This design comes from an exercise in tuning for small area and a short achievable clock period on the open sky130 flow, not from production work.
Only simulation tests tie the RTL to the original design; equivalence was not proved.
Power and IR drop assume default switching activity.

==> flow/design.v, too long to show whole: its modules and the start of the top module <==
// module pipelined_functional_unit: 1769 lines
// module pfu_fa: 4 lines
// module pfu_ha: 4 lines
module pipelined_functional_unit #(
  parameter int WIDTH = 32,
  parameter int LAT   = 3
) (
  input  logic             CLK,
  input  logic             RST_N,
  input  logic [WIDTH-1:0] A,
  input  logic [WIDTH-1:0] B,
  input  logic [WIDTH-1:0] C,
  input  logic [4:0]       INST,
  input  logic             CI,
  input  logic             IN_VALID,
  output logic             IN_READY,
  output logic             OUT_VALID,
  input  logic             OUT_READY,
  output logic [WIDTH-1:0] Z,
  output logic [3:0]       FLAGS
);
  // ...
==> flow/flow/run.sh <==
#!/bin/bash
# The standard layout (standard.sh: ORFS from synthesis to finish) with two changes:
#  - the final ABC technology mapping in synthesis uses flow/abc.script (an area-oriented
#    script) instead of ORFS's abc_area.script; everything else in synth_recipe.tcl is kept;
#  - the input and output port buffers use the smallest buffer cell;
#  - clock tree synthesis clusters more sinks per buffer and inserts no dummy loads;
#  - timing repair aims for 5.4 ns of setup slack instead of 5 (the clock stays at 10 ns).
set -euo pipefail
W=$PWD
sed "1a proc abc {args} { set i [lsearch \$args -script]; if {\$i >= 0} {lset args [expr {\$i + 1}] $W/flow/abc.script}; yosys abc {*}\$args }" synth_recipe.tcl > my_synth.tcl
sed "s#SYNTH_SCRIPT=[^ ]*#SYNTH_SCRIPT=$W/my_synth.tcl#" standard.sh > my_standard.sh
sed -i "s#SETUP_SLACK_MARGIN=[^ ]*#SETUP_SLACK_MARGIN=5.4#" my_standard.sh
grep -q "SYNTH_SCRIPT=$W/my_synth.tcl" my_standard.sh
grep -q "SETUP_SLACK_MARGIN=5.4" my_standard.sh
export BUFFER_PORTS_ARGS="-buffer_cell sky130_fd_sc_hd__buf_1"
export CTS_ARGS="-sink_clustering_enable -repair_clock_nets -sink_clustering_size 14 -sink_clustering_max_diameter 80 -buf_list {sky130_fd_sc_hd__clkbuf_4 sky130_fd_sc_hd__clkbuf_8} -dont_use_dummy_load"
bash my_standard.sh > standard.log 2>&1
==> flow/flow/abc.script <==
strash
&get -n
&st
&dch
&nf -R 1000
&put
topo
stime -c
upsize -c
dnsize -c
==> flow/standard.sh <==
#!/bin/bash
# synth_recipe.tcl (not shown) runs the flow's synth.tcl, then flattens the netlist and writes it again
# the make line also repeats each setting of config.mk as NAME=value (left out here)
make -C /OpenROAD-flow-scripts/flow DESIGN_CONFIG=/design/flow/config.mk WORK_HOME=/design/flow/orfs CLKGATE_MAP_FILE= SYNTH_SCRIPT=/design/flow/synth_recipe.tcl "${@:-finish}"
==> flow/config.mk <==
export PLATFORM = sky130hd
export DESIGN_NAME = pipelined_functional_unit
export DESIGN_NICKNAME = pipelined_functional_unit
export VERILOG_FILES = /design/flow/design.v
export SDC_FILE = /design/flow/constraint.sdc
export NUM_CORES = 4
export LEC_CHECK = 0
export ABC_AREA = 1
export CAP_MARGIN = 20
export CORE_MARGIN = 2
export CORE_UTILIZATION = 40
export CTS_BUF_LIST = sky130_fd_sc_hd__clkbuf_4 sky130_fd_sc_hd__clkbuf_8
export SETUP_SLACK_MARGIN = 5
export SLEW_MARGIN = 20
export SYNTH_HIERARCHICAL = 1
==> flow/constraint.sdc <==
create_clock -name core_clock -period 10.0 [get_ports {CLK}]
set_input_delay 2.0000 -clock core_clock [delete_from_list [all_inputs] [get_ports {CLK}]]
set_output_delay 2.0000 -clock core_clock [all_outputs]
set_load 0.01 [all_outputs]
==> impl_metrics.toml, run 1 <==
[placed_design]
place.gp.congestion = 0.947
dp_cells = 2444

[yosys]
synthFlopType = "edfxtp_1"
synthDistinctLibCells = 49
synth-simple-area-share = 0.0518

[route]
wl_met3_um = 5880
ant_nets = 0
wl_per_cell_um = 26.8
first_iter_violations = 1681
drtPass1Iterations = 5

[status]
outcome = "timing/DRC/antenna clean"

[worst_setup_path]
crit_type = "flip-flop to flip-flop"
reg2reg_from = "r1_none[4]"
startpoint = "r1_none[4]"
worstPathMaxFanout = 12
crit_path_max_incr_delay_ps = 550
ff2ff_path_depth = 15
critPathTopFamily = "adder cells"
r2r_slack_ps = 5080
required_ps = 10320
cp-end-kind = "flip-flop"

[clock_tree]
ctsRootBufferMaster = "clkbuf_8"
post-cts-setup-buffer-count = 65
cts-hold-fix-buffers = 0

[global_routing]
use_met1 = 0.372
grt_pass1_vias = 16100
antenna_found_initial = 2

[pwr]
p_comb_frac = 0.746
power.total_uw = 10700
leakage_uw = 0.00876

[layout]
layout_commonest_cell = "xor2_1"
buffer_area_frac = 0.0726
nClkBuffers = 22

[sta]
final.setup.tns_ps = 0
==> inputs of run 2 (changes only) <==
--- a/flow/design.v
+++ b/flow/design.v
@@ -1511,48 +1511,48 @@
   pfu_fa u_s771 (.a(s635), .b(c708), .c(s709), .s(s771), .co(c772));
   pfu_fa u_s773 (.a(c710), .b(s639), .c(s711), .s(s773), .co(c774));
   pfu_fa u_s775 (.a(c712), .b(s643), .c(s713), .s(s775), .co(c776));
   pfu_fa u_s777 (.a(s647), .b(c714), .c(s715), .s(s777), .co(c778));
   pfu_fa u_s779 (.a(s651), .b(c716), .c(s717), .s(s779), .co(c780));
   pfu_fa u_s781 (.a(s655), .b(c718), .c(s719), .s(s781), .co(c782));
   pfu_fa u_s783 (.a(s659), .b(c720), .c(s721), .s(s783), .co(c784));
   pfu_fa u_s785 (.a(s663), .b(c722), .c(s723), .s(s785), .co(c786));
-  assign s787 = r1_cc[31] ^ p116;
-  assign s788 = p140 ^ p162;
-  assign s789 = p182 ^ p200;
-  assign s790 = p216 ^ p230;
-  assign s791 = p242 ^ p252;
-  assign s792 = p260 ^ p266;
-  assign s793 = p270 ^ p272;
-  assign s794 = p32 ^ p62;
-  assign s795 = p90 ^ s787;
-  assign s796 = s788 ^ s789;
-  assign s797 = s790 ^ s791;
-  assign s798 = s792 ^ s793;
-  assign s799 = s794 ^ c322;
-  assign s800 = c314 ^ c316;
-  assign s801 = c318 ^ c320;
-  assign s802 = c428 ^ s795;
-  assign s803 = s796 ^ s797;
-  assign s804 = s798 ^ s799;
-  assign s805 = s800 ^ s801;
-  assign s806 = s802 ^ s803;
-  assign s807 = s804 ^ c430;
-  assign s808 = c432 ^ s805;
-  assign s809 = c434 ^ c556;
-  assign s810 = s806 ^ s807;
-  assign s811 = s808 ^ s809;
-  assign s812 = s810 ^ c558;
-  assign s813 = s811 ^ c560;
-  assign s814 = s812 ^ c662;
-  assign s815 = s813 ^ s814;
-  assign s816 = c664 ^ s815;
-  assign s817 = s816 ^ c724;
-  assign s818 = s817 ^ c786;
+  pfu_x2 u_s787 (.a(r1_cc[31]), .b(p116), .y(s787));
+  pfu_x2 u_s788 (.a(p140), .b(p162), .y(s788));
+  pfu_x2 u_s789 (.a(p182), .b(p200), .y(s789));
+  pfu_x2 u_s790 (.a(p216), .b(p230), .y(s790));
+  pfu_x2 u_s791 (.a(p242), .b(p252), .y(s791));
+  pfu_x2 u_s792 (.a(p260), .b(p266), .y(s792));
+  pfu_x2 u_s793 (.a(p270), .b(p272), .y(s793));
+  pfu_x2 u_s794 (.a(p32), .b(p62), .y(s794));
+  pfu_x2 u_s795 (.a(p90), .b(s787), .y(s795));
+  pfu_x2 u_s796 (.a(s788), .b(s789), .y(s796));
+  pfu_x2 u_s797 (.a(s790), .b(s791), .y(s797));
+  pfu_x2 u_s798 (.a(s792), .b(s793), .y(s798));
+  pfu_x2 u_s799 (.a(s794), .b(c322), .y(s799));
+  pfu_x2 u_s800 (.a(c314), .b(c316), .y(s800));
+  pfu_x2 u_s801 (.a(c318), .b(c320), .y(s801));
+  pfu_x2 u_s802 (.a(c428), .b(s795), .y(s802));
+  pfu_x2 u_s803 (.a(s796), .b(s797), .y(s803));
+  pfu_x2 u_s804 (.a(s798), .b(s799), .y(s804));
+  pfu_x2 u_s805 (.a(s800), .b(s801), .y(s805));
+  pfu_x2 u_s806 (.a(s802), .b(s803), .y(s806));
+  pfu_x2 u_s807 (.a(s804), .b(c430), .y(s807));
+  pfu_x2 u_s808 (.a(c432), .b(s805), .y(s808));
+  pfu_x2 u_s809 (.a(c434), .b(c556), .y(s809));
+  pfu_x2 u_s810 (.a(s806), .b(s807), .y(s810));
+  pfu_x2 u_s811 (.a(s808), .b(s809), .y(s811));
+  pfu_x2 u_s812 (.a(s810), .b(c558), .y(s812));
+  pfu_x2 u_s813 (.a(s811), .b(c560), .y(s813));
+  pfu_x2 u_s814 (.a(s812), .b(c662), .y(s814));
+  pfu_x2 u_s815 (.a(s813), .b(s814), .y(s815));
+  pfu_x2 u_s816 (.a(c664), .b(s815), .y(s816));
+  pfu_x2 u_s817 (.a(s816), .b(c724), .y(s817));
+  pfu_x2 u_s818 (.a(s817), .b(c786), .y(s818));
   pfu_ha u_s819 (.a(p1), .b(s725), .s(s819), .co(c820));
   pfu_fa u_s821 (.a(c726), .b(s727), .c(c820), .s(s821), .co(c822));
   pfu_fa u_s823 (.a(c728), .b(s729), .c(c822), .s(s823), .co(c824));
   pfu_fa u_s825 (.a(c730), .b(s731), .c(c824), .s(s825), .co(c826));
   pfu_fa u_s827 (.a(c732), .b(s733), .c(c826), .s(s827), .co(c828));
   pfu_fa u_s829 (.a(c734), .b(s735), .c(c828), .s(s829), .co(c830));
   pfu_fa u_s831 (.a(c736), .b(s737), .c(c830), .s(s831), .co(c832));
   assign w_ci = c832;
@@ -1770,8 +1770,11 @@
 module pfu_fa (input logic a, input logic b, input logic c, output logic s, output logic co);
   assign s  = a ^ b ^ c;
   assign co = (a & b) | (a & c) | (b & c);
 endmodule
 module pfu_ha (input logic a, input logic b, output logic s, output logic co);
   assign s  = a ^ b;
   assign co = a & b;
 endmodule
+module pfu_x2 (input logic a, input logic b, output logic y);
+  assign y = a ^ b;
+endmodule
==> flow/flow/run.sh (replaced) <==
#!/bin/bash
# The standard layout (standard.sh: ORFS from synthesis to finish) with two changes:
#  - the final ABC technology mapping in synthesis uses flow/abc.script (an area-oriented
#    script) instead of ORFS's abc_area.script; everything else in synth_recipe.tcl is kept;
#  - the input and output port buffers use the smallest buffer cell;
#  - clock tree synthesis clusters more sinks per buffer and inserts no dummy loads.
set -euo pipefail
W=$PWD
sed "1a proc abc {args} { set i [lsearch \$args -script]; if {\$i >= 0} {lset args [expr {\$i + 1}] $W/flow/abc.script}; yosys abc {*}\$args }" synth_recipe.tcl > my_synth.tcl
sed "s#SYNTH_SCRIPT=[^ ]*#SYNTH_SCRIPT=$W/my_synth.tcl#" standard.sh > my_standard.sh
grep -q "SYNTH_SCRIPT=$W/my_synth.tcl" my_standard.sh
export BUFFER_PORTS_ARGS="-buffer_cell sky130_fd_sc_hd__buf_1"
export CTS_ARGS="-sink_clustering_enable -repair_clock_nets -sink_clustering_size 14 -sink_clustering_max_diameter 80 -buf_list {sky130_fd_sc_hd__clkbuf_4 sky130_fd_sc_hd__clkbuf_8} -dont_use_dummy_load"
bash my_standard.sh > standard.log 2>&1
==> flow/flow/abc.script (replaced) <==
strash
dch -f
amap
topo
stime -c
upsize -c
dnsize -c
==> run 2 against run 1 <==
Compared with the run above: still clean; clock-buffer cell count decreased by 1; die area decreased by 1.0%; worst setup slack improved by 150 ps; non-clock buffer count decreased by 85; sequential cell count unchanged; utilization decreased by 1.3 points; synthesized cell count increased by 17%; routed wire length increased by 4.3%; sequential power decreased by 12%; clock skew decreased by 37 ps; global-route usage increased by 1.4 points; largest power group unchanged.
==> impl_metrics.toml, run 2 <==
[status]
outcome = "timing/DRC/antenna clean"

[die]
start_util = 0.406
num_rows = 80
dieArea_um2 = 50200
dieWidth_um = 224
core_um2 = 47700
io_pins = 144
fp.dieH_um = 224

[sta]
setup_viol = 0
finClkSkew_ps = 57.7
rsz0062_at_grt = "false"
period_share = 0.476
hold-worst-slack_ps = 443
final.setup.tns_ps = 0
slew_violations = 0
setup_ws_ps = 5240
period_minus_slack_ps = 4760
fmax_ghz = 0.210
slew_headroom = 0.257
hold_viol = 0
tightest_slew_ps = 1110

[placed_design]
dp_slack_ps = 4810
place.gp.congestion = 0.973
hpwl_um = 51200
numPortBuffers = 143

[layout]
drive_gt1_frac = 0.0334
nNetsFinal = 2533
final_cell_mix = "o22ai_1, nor2_1, a21oi_1, fa_1, edfxtp_1"
multiInputGateArea_um2 = 12700
seq_area_um2 = 6380
nFillCells = 4535
area_growth_pct = 9.90
layout_commonest_cell = "o22ai_1"

[clock_tree]
clk_latency_ps = 590
htreeDepth = 1
clockBufferDepth = 3
cts_tree = "built"
clkTransAtPathRegs_ps = 90
cts_buffers = 21
cts_sinks = 213
ctsRootBufferMaster = "clkbuf_8"

[route]
wl_per_cell_um = 26.0
drtPass1Iterations = 5
drc = 0
first_iter_violations = 2073
drt_wl_total_um = 71400
ant_nets = 0
num_vias = 17600
vias_per_cell = 6.42

[global_routing]
grt-busiest-layer = "met2"
overflow = 0
grt_start_max_net_pins = 129
use_met1 = 0.400
grtUsageMet3 = 0.0404
grt_pass1_vias = 17200
antenna_found_initial = 1
gr-usage-all-layers = 0.285
grt_first_pass_wirelength_um = 107000
grt_use_met2 = 0.439

[worst_setup_path]
startpoint = "r1_nma[9]"
worstPathMaxFanout = 23
cp-end-kind = "flip-flop"
worstReg2RegEnd = "r2_x[31]"
cp-endpoint = "r2_x[31]"
reg2reg_from = "r1_nma[9]"
cp-start-kind = "flip-flop"
ff2ff_path_depth = 11
required_ps = 10310
arrival_ps = 5080
r2r_slack_ps = 5240
crit_type = "flip-flop to flip-flop"

[pwr]
p_sw_frac = 0.458
clkPwrFrac = 0.066
powerDensity_nw_per_um2 = 345
sequentialPowerShare = 0.270
ir_drop_v = 0.000193
power.total_uw = 7340
p_comb_frac = 0.664
internal_power_uw = 3980
leakage_uw = 0.00719
p_switching_uw = 3360

[yosys]
synth_top_area_share = 0.325
synthCells = 1926
synth_warnings = 7
synthDistinctLibCells = 47
synth_edf_count = 210
synth_common_cells = "o22ai_1, nor2_1, a21oi_1"
netlist_area_um2 = 19400
async_flop_share = 0.0141
avgSynthCellArea_um2 = 10.1
synthMostInstantiatedCell = "o22ai_1"
synthFlopType = "edfxtp_1"
netlist_top_cells_area = "edfxtp_1, fa_1, o22ai_1, a21oi_1, nor2_1"
yosysSeqAreaShare = 0.329
syn_nets = 2331
ys_ff_latch = 213
yosys.area.top_type = "edfxtp_1"

[hold_path]
hold_path_class = "flip-flop to flip-flop"

[flow_run]
drv_cap = 0
run 2: metrics by stage:
stage,utilization,cells,area (µm²)
floorplan,-,1926,19400
global placement,0.439,2715,20900
detailed placement,0.439,2715,20900
CTS,0.445,2739,21300
global route,0.446,2742,21300
finish,0.446,2742,21300
run 2: per-module statistics from Yosys (local to each module, per instance):
module | copies in the design | cell area (µm²)
pfu_ha | 32 | 12.5
pfu_fa | 232 | 20.0
pipelined_functional_unit | 1 | 14100
pfu_x2 | 32 | 8.76
run 2: layout make-up:
type	instances	area share
Antenna cell	1	0.000118
Clock buffer	21	0.0136
Inverter	75	0.0150
Multi-Input combinational cell	1635	0.595
Sequential cell	213	0.300
Tap cell	615	0.0361
Timing Repair Buffer	180	0.0395
Timing Repair inverter	2	0.000823
run 2: worst min path at each step:
| stage | startpoint | end | cells after the start |
|---|---|---|---|
| after floorplan | r1_rsh | r2_rsh | 0 |
| after global placement | r1_rsh | r2_rsh | 0 |
| after detailed placement | r1_rsh | r2_rsh | 0 |
| after CTS | r1_rsh | r2_rsh | 0 |
| after global routing | r1_rsh | r2_rsh | 0 |
| final | r1_rsh | r2_rsh | 0 |
run 2: logic make-up after synthesis:
group	synth area share
AOI/OAI and AO/OA	0.273
adders and majority gates	0.288
buffers and inverters	0.0170
DFF	0.329
and+or+nand+nor	0.0929
run 2: critical path: stages (launching register included):
cell and delay [ps]:
edfxtp_1 1090, o22ai_1 250, nor2_1 150, a21oi_1 70, fa_1 410, fa_1 630
fa_1 450, fa_1 400, fa_1 460, fa_1 390, nor2_1 110, a21oi_1 50
run 2: power groups by stage:
stage | Sequential (µW) | Clock [µW] | Combinational [µW]
after CTS | 1980 | 500 | 4910
after global routing | 2010 | 528 | 5560
after global placement | 2000 | 0 | 4740
after detailed placement | 2000 | 0 | 4910
after floorplan | 2000 | 0 | 3260
final | 1980 | 483 | 4870
run 2: what timing repair did:
item / 4_1_cts / 5_1_grt
hold buffers: 0 / 0
gates resized for setup: 1 / 0
buffers inserted: 1 / 0
endpoints found under the setup margin: 1 / 0
run 2: layer usage:
layer	part of all wire	up-vias
met1	0.42	8474
met5	0	-
li1	-	7931
met4	0.049	0
met3	0.088	133
met2	0.44	1056
==> inputs of run 3 (changes only) <==
--- a/flow/flow/run.sh
+++ b/flow/flow/run.sh
@@ -5,3 +5,4 @@
 #  - the input and output port buffers use the smallest buffer cell;
-#  - clock tree synthesis clusters more sinks per buffer and inserts no dummy loads.
+#  - clock tree synthesis clusters more sinks per buffer and inserts no dummy loads;
+#  - timing repair aims for 5.4 ns of setup slack instead of 5 (the clock stays at 10 ns).
 set -euo pipefail
@@ -10,3 +11,5 @@
 sed "s#SYNTH_SCRIPT=[^ ]*#SYNTH_SCRIPT=$W/my_synth.tcl#" standard.sh > my_standard.sh
+sed -i "s#SETUP_SLACK_MARGIN=[^ ]*#SETUP_SLACK_MARGIN=5.4#" my_standard.sh
 grep -q "SYNTH_SCRIPT=$W/my_synth.tcl" my_standard.sh
+grep -q "SETUP_SLACK_MARGIN=5.4" my_standard.sh
 export BUFFER_PORTS_ARGS="-buffer_cell sky130_fd_sc_hd__buf_1"
==> run 3 against run 2 <==
Compared with the run above: critical endpoint is now IN_READY; clock skew grew 5.3 ps; final area grew 2.6%; global-route usage grew 0.36 points; final cell count grew 2.0%; critical path depth shrank 6; sequential power is essentially flat; combinational power grew 4%; maximum frequency grew 3.9%.
==> impl_metrics.toml, run 3 <==
[layout]
area_growth_pct = 12.7
layout_commonest_cell = "o22ai_1"
fin_util = 0.457
nNetsFinal = 2588
nFillCells = 4510
drive_gt1_frac = 0.0596
multiInputGateArea_um2 = 12700
seq_area_um2 = 6380
final_cell_mix = "o22ai_1, nor2_1, a21oi_1, fa_1, edfxtp_1"

[worst_setup_path]
crit_type = "primary input to primary output"
cp_slowest_cell = "buf_12"
worstPathMaxFanout = 6
cp_num_buf_inv = 4
path_cells = "clkbuf_2, nor2b_4, buf_12, clkinv_16, buf_6"
cp-start-kind = "primary input"
cp-end-kind = "primary output"
crit_path_max_incr_delay_ps = 140
required_ps = 8000
critPathTopFamily = "buffers and inverters"
arrival_ps = 2580

[clock_tree]
cts_sinks = 213
cts-hold-fix-buffers = 0
htreeDepth = 1
ctsRootBufferMaster = "clkbuf_8"
clockBufferDepth = 3
cts_tree = "built"
clk_latency_ps = 600
clkTransAtPathRegs_ps = 80
cts_buffers = 22

[global_routing]
gr-usage-all-layers = 0.289
grt_first_pass_wirelength_um = 108000
grt_start_max_net_pins = 65
overflow = 0
grt_pass1_vias = 17300
antenna_found_initial = 2

[sta]
slew_headroom = 0.249
setup_viol = 0
hold-worst-slack_ps = 419
slew_violations = 0
final.setup.tns_ps = 0
tightest_slew_ps = 1130
hold_viol = 0
finClkSkew_ps = 63.0
period_share = 0.458
fmax_ghz = 0.218
period_minus_slack_ps = 4580
rsz0062_at_grt = "true"

[yosys]
synthMostInstantiatedCell = "o22ai_1"
netlist_top_cells_area = "edfxtp_1, fa_1, o22ai_1, a21oi_1, nor2_1"
synth_common_cells = "o22ai_1, nor2_1, a21oi_1"
async_flop_share = 0.0141
synth_warnings = 7
syn_nets = 2331
ys_ff_latch = 213
yosysSeqAreaShare = 0.329
synth_top_area_share = 0.325
synthFlopType = "edfxtp_1"
yosys.area.top_type = "edfxtp_1"
synthDistinctLibCells = 47
netlist_area_um2 = 19400
synth_edf_count = 210
synthCells = 1926
avgSynthCellArea_um2 = 10.1

[pwr]
internal_power_uw = 4060
sequentialPowerShare = 0.260
p_switching_uw = 3440
clkPwrFrac = 0.066
p_sw_frac = 0.459
ir_drop_v = 0.000215
powerDensity_nw_per_um2 = 343
p_comb_frac = 0.674
leakage_uw = 0.00750

[placed_design]
numPortBuffers = 143
hpwl_um = 51500
place.gp.congestion = 0.965

[route]
drtPass1Iterations = 8
drt_wl_total_um = 73800
first_iter_violations = 2146
num_vias = 18100
wl_per_cell_um = 26.4
ant_nets = 0
vias_per_cell = 6.46
drc = 0

[hold_path]
hold_path_class = "flip-flop to flip-flop"

[die]
dieWidth_um = 224
core_um2 = 47700
dieArea_um2 = 50200
start_util = 0.406
io_pins = 144
num_rows = 80
fp.dieH_um = 224

[flow_run]
drv_cap = 0

[status]
outcome = "timing/DRC/antenna clean"
[run 3: cell counts after synthesis]
No cell type changed its count.
[run 3: modules after synthesis, one instance, submodules excluded]
module                     flops+latches  times used
pipelined_functional_unit            213           1
pfu_fa                                 0         232
pfu_ha                                 0          32
pfu_x2                                 0          32
[run 3: cells by family after synthesis]
kind of cell,Yosys count,share of synthesized area
fa+ha+maj,299,0.288
compound gates,881,0.273
simple gates,455,0.0929
flops,213,0.329
buf+inv,78,0.0170
[run 3: power groups by stage]
stage	Sequential [µW]	Combinational, µW	Clock (µW)
after detailed placement	2000	5000	0
after global placement	1990	4760	0
after global routing	1970	5710	538
final	1950	5060	496
after CTS	1970	5030	507
after floorplan	2000	3260	0
[run 3: cell type report]
class                      instances  share of cell area
multi-input combinational       1635               0.580
sequential                       213               0.292
timing repair buffer             232              0.0601
tap                              615              0.0352
inverter                          75              0.0154
clock buffer                      22              0.0139
timing repair inverter             4             0.00275
antenna                            2            0.000229
[run 3: path summary, 6_finish.rpt]
check                                 from         end  slack, ps  depth (start not counted)
worst min-delay path            r_valid[1]  r_valid[2]        420                          1
worst min register to register  r_valid[1]  r_valid[2]        420                          1
max in group asynchronous            RST_N  r_valid[1]       8590                          1
min in group asynchronous            RST_N  r_valid[2]       1190                          1
worst max register to register  r1_nma[19]    r2_x[31]       5480                         11
worst max-delay path             OUT_READY    IN_READY       5420                          5
[run 3: routing by layer]
metal  part of all wire  routed length (µm)  vias to the layer above  track usage
li1                   -                   -                     8040            -
met1               0.41               30200                     8603        0.404
met3               0.10                7420                      201       0.0451
met5                  0                   0                        -            0
met4              0.054                3980                        0        0.139
met2               0.44               32200                     1220        0.439
[run 3: timing repair]
action	CTS	global route
gates cloned	3	1
buffers inserted	7	43
setup endpoints to repair	3	18
resized for setup	2	6
[run 3: worst register-to-register path, cell delays in order, from the launching register on]
cell,delay [ps]
edfxtp_1,800
o22ai_1,240
nor2_1,130
a21oi_1,70
fa_1,560
fa_1,590
fa_1,450
fa_1,390
fa_1,460
fa_1,390
nor2_1,110
a21oi_1,40
[run 3: per-stage QoR]
stage / total power, µW / setup WS [ps] / instance area (µm²) / instances
after global placement: 6750 / 5010 / 21000 / 2719
after floorplan: 5260 / 5300 / 19400 / 1926
after CTS: 7510 / 5390 / 21400 / 2751
after global routing: 8220 / 5390 / 21800 / 2798
final: 7500 / 5420 / 21800 / 2798
after detailed placement: 7000 / 5000 / 21000 / 2719
==> inputs of run 4 (changes only) <==
--- a/flow/flow/run.sh
+++ b/flow/flow/run.sh
@@ -6,3 +6,3 @@
 #  - clock tree synthesis clusters more sinks per buffer and inserts no dummy loads;
-#  - timing repair aims for 5.4 ns of setup slack instead of 5 (the clock stays at 10 ns).
+#  - timing repair aims for 5.6 ns of setup slack instead of 5 (the clock stays at 10 ns).
 set -euo pipefail
@@ -11,5 +11,5 @@
 sed "s#SYNTH_SCRIPT=[^ ]*#SYNTH_SCRIPT=$W/my_synth.tcl#" standard.sh > my_standard.sh
-sed -i "s#SETUP_SLACK_MARGIN=[^ ]*#SETUP_SLACK_MARGIN=5.4#" my_standard.sh
+sed -i "s#SETUP_SLACK_MARGIN=[^ ]*#SETUP_SLACK_MARGIN=5.6#" my_standard.sh
 grep -q "SYNTH_SCRIPT=$W/my_synth.tcl" my_standard.sh
-grep -q "SETUP_SLACK_MARGIN=5.4" my_standard.sh
+grep -q "SETUP_SLACK_MARGIN=5.6" my_standard.sh
 export BUFFER_PORTS_ARGS="-buffer_cell sky130_fd_sc_hd__buf_1"
==> run 4 against run 3 <==
Compared with the run above: clock skew rose by 110 ps; largest cell class unchanged; still clean; register-to-register slack improved by 160 ps; critical endpoint unchanged; critical path depth fell by 1; utilization rose by 0.25 points.
==> impl_metrics.toml, run 4 <==
[global_routing]
grt_first_pass_wirelength_um = 109000
overflow = 0
antenna_found_initial = 0
grt_pass1_vias = 17400
gr-usage-all-layers = 0.290
grt_start_max_net_pins = 78

[worst_setup_path]
critPathTopFamily = "buffers and inverters"
cp_slowest_cell = "nor2b_4"
cp-start-kind = "primary input"
crit_path_max_incr_delay_ps = 250
required_ps = 8000
path_cells = "buf_6, nor2b_4, clkinv_16, buf_6"
cp_num_buf_inv = 3
path_depth = 4
cp-end-kind = "primary output"
cpMostUsedCell = "buf_6"
crit_type = "primary input to primary output"
arrival_ps = 2610
ff2ff_path_depth = 11
worstPathMaxFanout = 2

[yosys]
ys_ff_latch = 213
yosys.area.top_type = "edfxtp_1"
syn_nets = 2331
avgSynthCellArea_um2 = 10.1
yosysSeqAreaShare = 0.329
synthFlopType = "edfxtp_1"
synthDistinctLibCells = 47
synthCells = 1926
synth_common_cells = "o22ai_1, nor2_1, a21oi_1"
synthMostInstantiatedCell = "o22ai_1"
async_flop_share = 0.0141
synth_top_area_share = 0.325
netlist_top_cells_area = "edfxtp_1, fa_1, o22ai_1, a21oi_1, nor2_1"
synth_edf_count = 210
netlist_area_um2 = 19400
synth_warnings = 7

[die]
core_um2 = 47700
start_util = 0.406
dieWidth_um = 224
io_pins = 144
fp.dieH_um = 224
dieArea_um2 = 50200
num_rows = 80

[sta]
setup_ws_ps = 5390
period_share = 0.461
rsz0062_at_grt = "true"
final.setup.tns_ps = 0
finClkSkew_ps = 174
fmax_ghz = 0.217
slew_violations = 0
period_minus_slack_ps = 4610
tightest_slew_ps = 1220
hold_viol = 0
setup_viol = 0
hold-worst-slack_ps = 429
slew_headroom = 0.185

[layout]
final_cell_mix = "nor2_1, o22ai_1, a21oi_1, fa_1, edfxtp_1"
area_growth_pct = 13.3
layout_commonest_cell = "nor2_1"
nFillCells = 4470
nNetsFinal = 2585
seq_area_um2 = 6380
drive_gt1_frac = 0.0698
multiInputGateArea_um2 = 12800

[route]
wl_per_cell_um = 26.3
drc = 0
drtPass1Iterations = 6
drt_wl_total_um = 73500
ant_nets = 0
first_iter_violations = 1957
num_vias = 17900
vias_per_cell = 6.40

[pwr]
clkPwrFrac = 0.070
leakage_uw = 0.00752
powerDensity_nw_per_um2 = 342
internal_power_uw = 4070
p_comb_frac = 0.673
p_switching_uw = 3440
p_sw_frac = 0.458
ir_drop_v = 0.000249
sequentialPowerShare = 0.257

[status]
outcome = "timing/DRC/antenna clean"

[clock_tree]
clockBufferDepth = 3
ctsRootBufferMaster = "clkbuf_8"
cts_tree = "built"
clk_latency_ps = 660
clkTransAtPathRegs_ps = 80
htreeDepth = 1
cts_buffers = 24
cts_sinks = 213

[placed_design]
hpwl_um = 50800
place.gp.congestion = 0.949
dp_slack_ps = 5010
numPortBuffers = 143

[hold_path]
hold_depth = 0
hold_path_class = "flip-flop to flip-flop"

[flow_run]
drv_cap = 0
[run 4: kinds of logic (layout without fill, tap and decap cells)]
group,after synthesis,after routing,synth area share
AO/OA/AOI/OAI,881,882,0.273
AND/OR/NAND/NOR,455,455,0.0929
adder cells (fa/ha/maj),299,299,0.288
buffers and inverters,78,329,0.0170
flip-flops,213,213,0.329
other,0,1,0
[run 4: metal layers]
layer,track usage,part of all wire,vias to the layer above
li1,-,-,8027
met1,0.398,0.40,8538
met2,0.451,0.45,1152
met3,0.0496,0.10,163
met4,0.133,0.049,0
met5,0,0,-
[run 4: path summary, 6_finish.rpt]
| check | from | to | slack, ps |
|---|---|---|---|
| max | OUT_READY | IN_READY | 5390 |
| min | r1_rsh | r2_rsh | 430 |
| max reg2reg | r1_nma[16] | r2_x[31] | 5640 |
| min reg2reg | r1_rsh | r2_rsh | 430 |
| max in group asynchronous | RST_N | r_valid[0] | 8730 |
| min in group asynchronous | RST_N | r_valid[2] | 1120 |
[run 4: per-module statistics from Yosys, one instance, submodules excluded]
module | times used | flip-flops and latches
pfu_ha | 32 | 0
pfu_fa | 232 | 0
pipelined_functional_unit | 1 | 213
pfu_x2 | 32 | 0
[run 4: power by group through the flow]
stage / logic, µW / registers (µW) / clock network [µW]
final: 5060 / 1930 / 523
after global placement: 4820 / 1970 / 0
after CTS: 5060 / 1930 / 535
after detailed placement: 4980 / 1980 / 0
after global routing: 5780 / 1960 / 560
after floorplan: 3260 / 2000 / 0
[run 4: repair_timing]
action / 4_1_cts / 5_1_grt
gates cloned: 2 / 1
hold buffers: 0 / 0
setup buffers: 36 / 6
resized for setup: 14 / 39
endpoints found under the setup margin: 18 / 38
pin swaps: 0 / 2
[run 4: stage by stage]
step	power, µW	area [µm²]	std cells	util
6_report	7510	22000	2794	0.460
2_1_floorplan	5260	19400	1926	-
3_5_place_dp	6950	21000	2724	0.440
4_1_cts	7530	21700	2786	0.455
5_1_grt	8300	22000	2793	0.460
3_3_place_gp	6790	21000	2724	0.440
[run 4: area by class of cell]
cell class	instances	area share
repair buffers	228	0.0584
multi-input cells	1636	0.584
well taps	615	0.0350
diodes	1	0.000114
repair inverters	2	0.00148
inverters	75	0.0153
clock buffers	24	0.0150
flip-flops and latches	213	0.291
[run 4: worst reg2reg max path, delay by kind of cell, from the launching register on]
kind,cells,cell delay [ps]
AOI/OAI and AO/OA,3,520
adders and majority gates,6,2700
and+or+nand+nor,2,170
DFF,1,550
==> inputs of run 5 (changes only) <==
--- a/flow/config.mk
+++ b/flow/config.mk
@@ -15 +15,2 @@
 export SYNTH_HIERARCHICAL = 1
+export TNS_END_PERCENT = 20
==> run 5 against run 4 <==
Compared with the run above: still clean on timing, DRC and antenna; worst setup slack better by 50 ps; critical path depth up 1; worst hold slack about the same; utilization up 0.42 points; register-to-register slack about the same; power down 0.67%; final area up 0.91%; sequential share of layout area down 0.26 points; maximum frequency up 1.1%; clock skew down 81 ps; clock power down 9.4%; largest cell class unchanged; highest routed layer unchanged.
==> impl_metrics.toml, run 5 <==
[worst_setup_path]
ff2ff_path_depth = 10
cp-start-kind = "primary input"
path_cells = "buf_6, nor2b_4, buf_12, clkinv_16, buf_8"
arrival_ps = 2560
cp-endpoint = "IN_READY"
cp-end-kind = "primary output"
reg2reg_from = "r1_nma[1]"
startpoint = "OUT_READY"
r2r_slack_ps = 5630
worstReg2RegEnd = "r2_x[6]"
worstPathMaxFanout = 2
cp_slowest_cell = "buf_12"
crit_path_max_incr_delay_ps = 140
required_ps = 8000
crit_type = "primary input to primary output"

[global_routing]
grt_first_pass_wirelength_um = 109000
antenna_found_initial = 0
gr-usage-all-layers = 0.292
overflow = 0
grt_start_max_net_pins = 148
grt_pass1_vias = 17300

[yosys]
synth_warnings = 7
synthDistinctLibCells = 47
syn_nets = 2331
yosys.area.top_type = "edfxtp_1"
netlist_top_cells_area = "edfxtp_1, fa_1, o22ai_1, a21oi_1, nor2_1"
synth_edf_count = 210
synth_top_area_share = 0.325
async_flop_share = 0.0141
yosysSeqAreaShare = 0.329
synthMostInstantiatedCell = "o22ai_1"
avgSynthCellArea_um2 = 10.1
synth_common_cells = "o22ai_1, nor2_1, a21oi_1"
netlist_area_um2 = 19400
ys_ff_latch = 213
synthCells = 1926
synthFlopType = "edfxtp_1"

[sta]
final.setup.tns_ps = 0
rsz0062_at_grt = "true"
setup_viol = 0
period_minus_slack_ps = 4560
fmax_ghz = 0.219
setup_ws_ps = 5440
finClkSkew_ps = 92.8
slew_violations = 0
tightest_slew_ps = 1110
slew_headroom = 0.257
period_share = 0.456
hold_viol = 0

[die]
core_um2 = 47700
io_pins = 144
dieWidth_um = 224
dieArea_um2 = 50200
fp.dieH_um = 224
start_util = 0.406
num_rows = 80

[clock_tree]
cts_buffers = 20
ctsRootBufferMaster = "clkbuf_8"
cts_sinks = 213
clk_latency_ps = 600
clkTransAtPathRegs_ps = 100
htreeDepth = 1
clockBufferDepth = 3
cts_tree = "built"

[layout]
final_cell_mix = "nor2_1, o22ai_1, a21oi_1, fa_1, edfxtp_1"
multiInputGateArea_um2 = 12800
area_growth_pct = 14.4
drive_gt1_frac = 0.0845
layout_commonest_cell = "nor2_1"
nFillCells = 4482
nNetsFinal = 2609
seq_area_um2 = 6380

[route]
num_vias = 18000
drc = 0
drt_wl_total_um = 73700
first_iter_violations = 2256
wl_per_cell_um = 26.1
vias_per_cell = 6.38
drtPass1Iterations = 6
ant_nets = 0

[pwr]
power.total_uw = 7460
powerDensity_nw_per_um2 = 337
ir_drop_v = 0.000285
leakage_uw = 0.00764

[placed_design]
hpwl_um = 51400
place.gp.congestion = 0.940
dp_slack_ps = 5020
numPortBuffers = 143

[status]
outcome = "timing/DRC/antenna clean"

[flow_run]
drv_cap = 0

[hold_path]
hold_start = "r1_rsh"
hold_path_class = "flip-flop to flip-flop"
[run 5: timing repair]
action / CTS / global route
resized for setup: 9 / 56
pin swaps: 0 / 4
gates cloned: 2 / 0
setup buffers: 38 / 38
hold buffers: 0 / 0
endpoints found under the setup margin: 19 / 77
[run 5: per-module statistics from Yosys, one instance, submodules excluded]
module	flops+latches	area, µm²	cells inside
pfu_fa	0	20.0	1
pfu_ha	0	12.5	1
pfu_x2	0	8.76	2
pipelined_functional_unit	213	14100	1598
[run 5: through the flow]
| stage | instances | hold slack (ps) | cell area, µm² | util |
|---|---|---|---|---|
| floorplan | 1926 | 400 | 19400 | - |
| global placement | 2719 | 404 | 21000 | 0.440 |
| detailed placement | 2719 | 407 | 21000 | 0.440 |
| CTS | 2779 | 429 | 21600 | 0.453 |
| global route | 2817 | 446 | 22200 | 0.464 |
| finish | 2818 | 428 | 22200 | 0.464 |
[run 5: cells by family after synthesis]
kind of cell | after synthesis | share of synthesized area
compound gates | 881 | 0.273
simple gates | 455 | 0.0929
fa+ha+maj | 299 | 0.288
flops | 213 | 0.329
buf+inv | 78 | 0.0170
[run 5: how the worst min path moves through the flow]
stage,cells past startpoint,endpoint
after floorplan,0,r2_rsh
after global placement,0,r2_rsh
after detailed placement,0,r2_rsh
after CTS,0,r2_rsh
after global routing,0,r2_rsh
final,0,r2_rsh
[run 5: routing by layer]
metal,track usage,up-vias,routed length (µm)
met5,0,-,0
li1,-,8063,-
met2,0.452,1144,32100
met4,0.151,0,4550
met3,0.0666,197,8040
met1,0.385,8578,29000
[run 5: where the power goes]
group	leakage, µW	internal, µW	switching, µW
registers	0.00211	1720	216
clock network	0.000144	179	295
logic	0.00538	2160	2900
[run 5: worst max-delay path: cells and delay by family]
| kind | cells | cell delay [ps] |
|---|---|---|
| AND/OR/NAND/NOR | 1 | 120 |
| buffers and inverters | 4 | 430 |
[run 5: layout make-up]
class	instances	area share
well taps	615	0.0347
repair buffers	257	0.0686
clock buffers	20	0.0124
flip-flops and latches	213	0.288
diodes	1	0.000113
multi-input cells	1635	0.580
repair inverters	2	0.00147
inverters	75	0.0151

[afterwards: timing with drivers on the ports]
No port has a modelled driver above. Below, the same layouts with a new extraction and two added sets of constraints.
Step 1 (the two cells are an assumption about what drives the block):
set clk [get_ports {CLK}]
set_driving_cell -lib_cell sky130_fd_sc_hd__clkbuf_16 $clk
set_driving_cell -lib_cell sky130_fd_sc_hd__buf_2 [delete_from_list [all_inputs] $clk]
Step 2 also shifts input and output timing later by t, the mid clock arrival at the registers, as if the neighbouring blocks saw the same clock.
a / b / c = ideal / step 1 / step 2; a / b = the first two.
run | t (ns) | setup slack, ns | worst hold slack (ns) | worst setup path after step 2 | worst data-port slew with drivers (ns)
run 1 | 0.599 | 5.084 / 5.084 / 5.084 | 0.429 / 0.429 / 0.429 | register to register | 0.07
run 2 | 0.621 | 5.237 / 5.237 / 4.967 | 0.443 / 0.443 / 0.443 | input to register | 0.06
run 3 | 0.628 | 5.417 / 5.395 / 4.898 | 0.419 / 0.419 / 0.419 | input to register | 0.09
run 4 | 0.633 | 5.390 / 5.357 / 5.123 | 0.429 / 0.429 / 0.429 | input to register | 0.06
run 5 | 0.614 | 5.439 / 5.408 / 5.018 | 0.428 / 0.428 / 0.428 | input to register | 0.06
After both steps setup and hold are still met in every run listed. The setup slack of run 3, which loses most, moves by -0.022 ns with the drivers and by -0.519 ns with both steps.
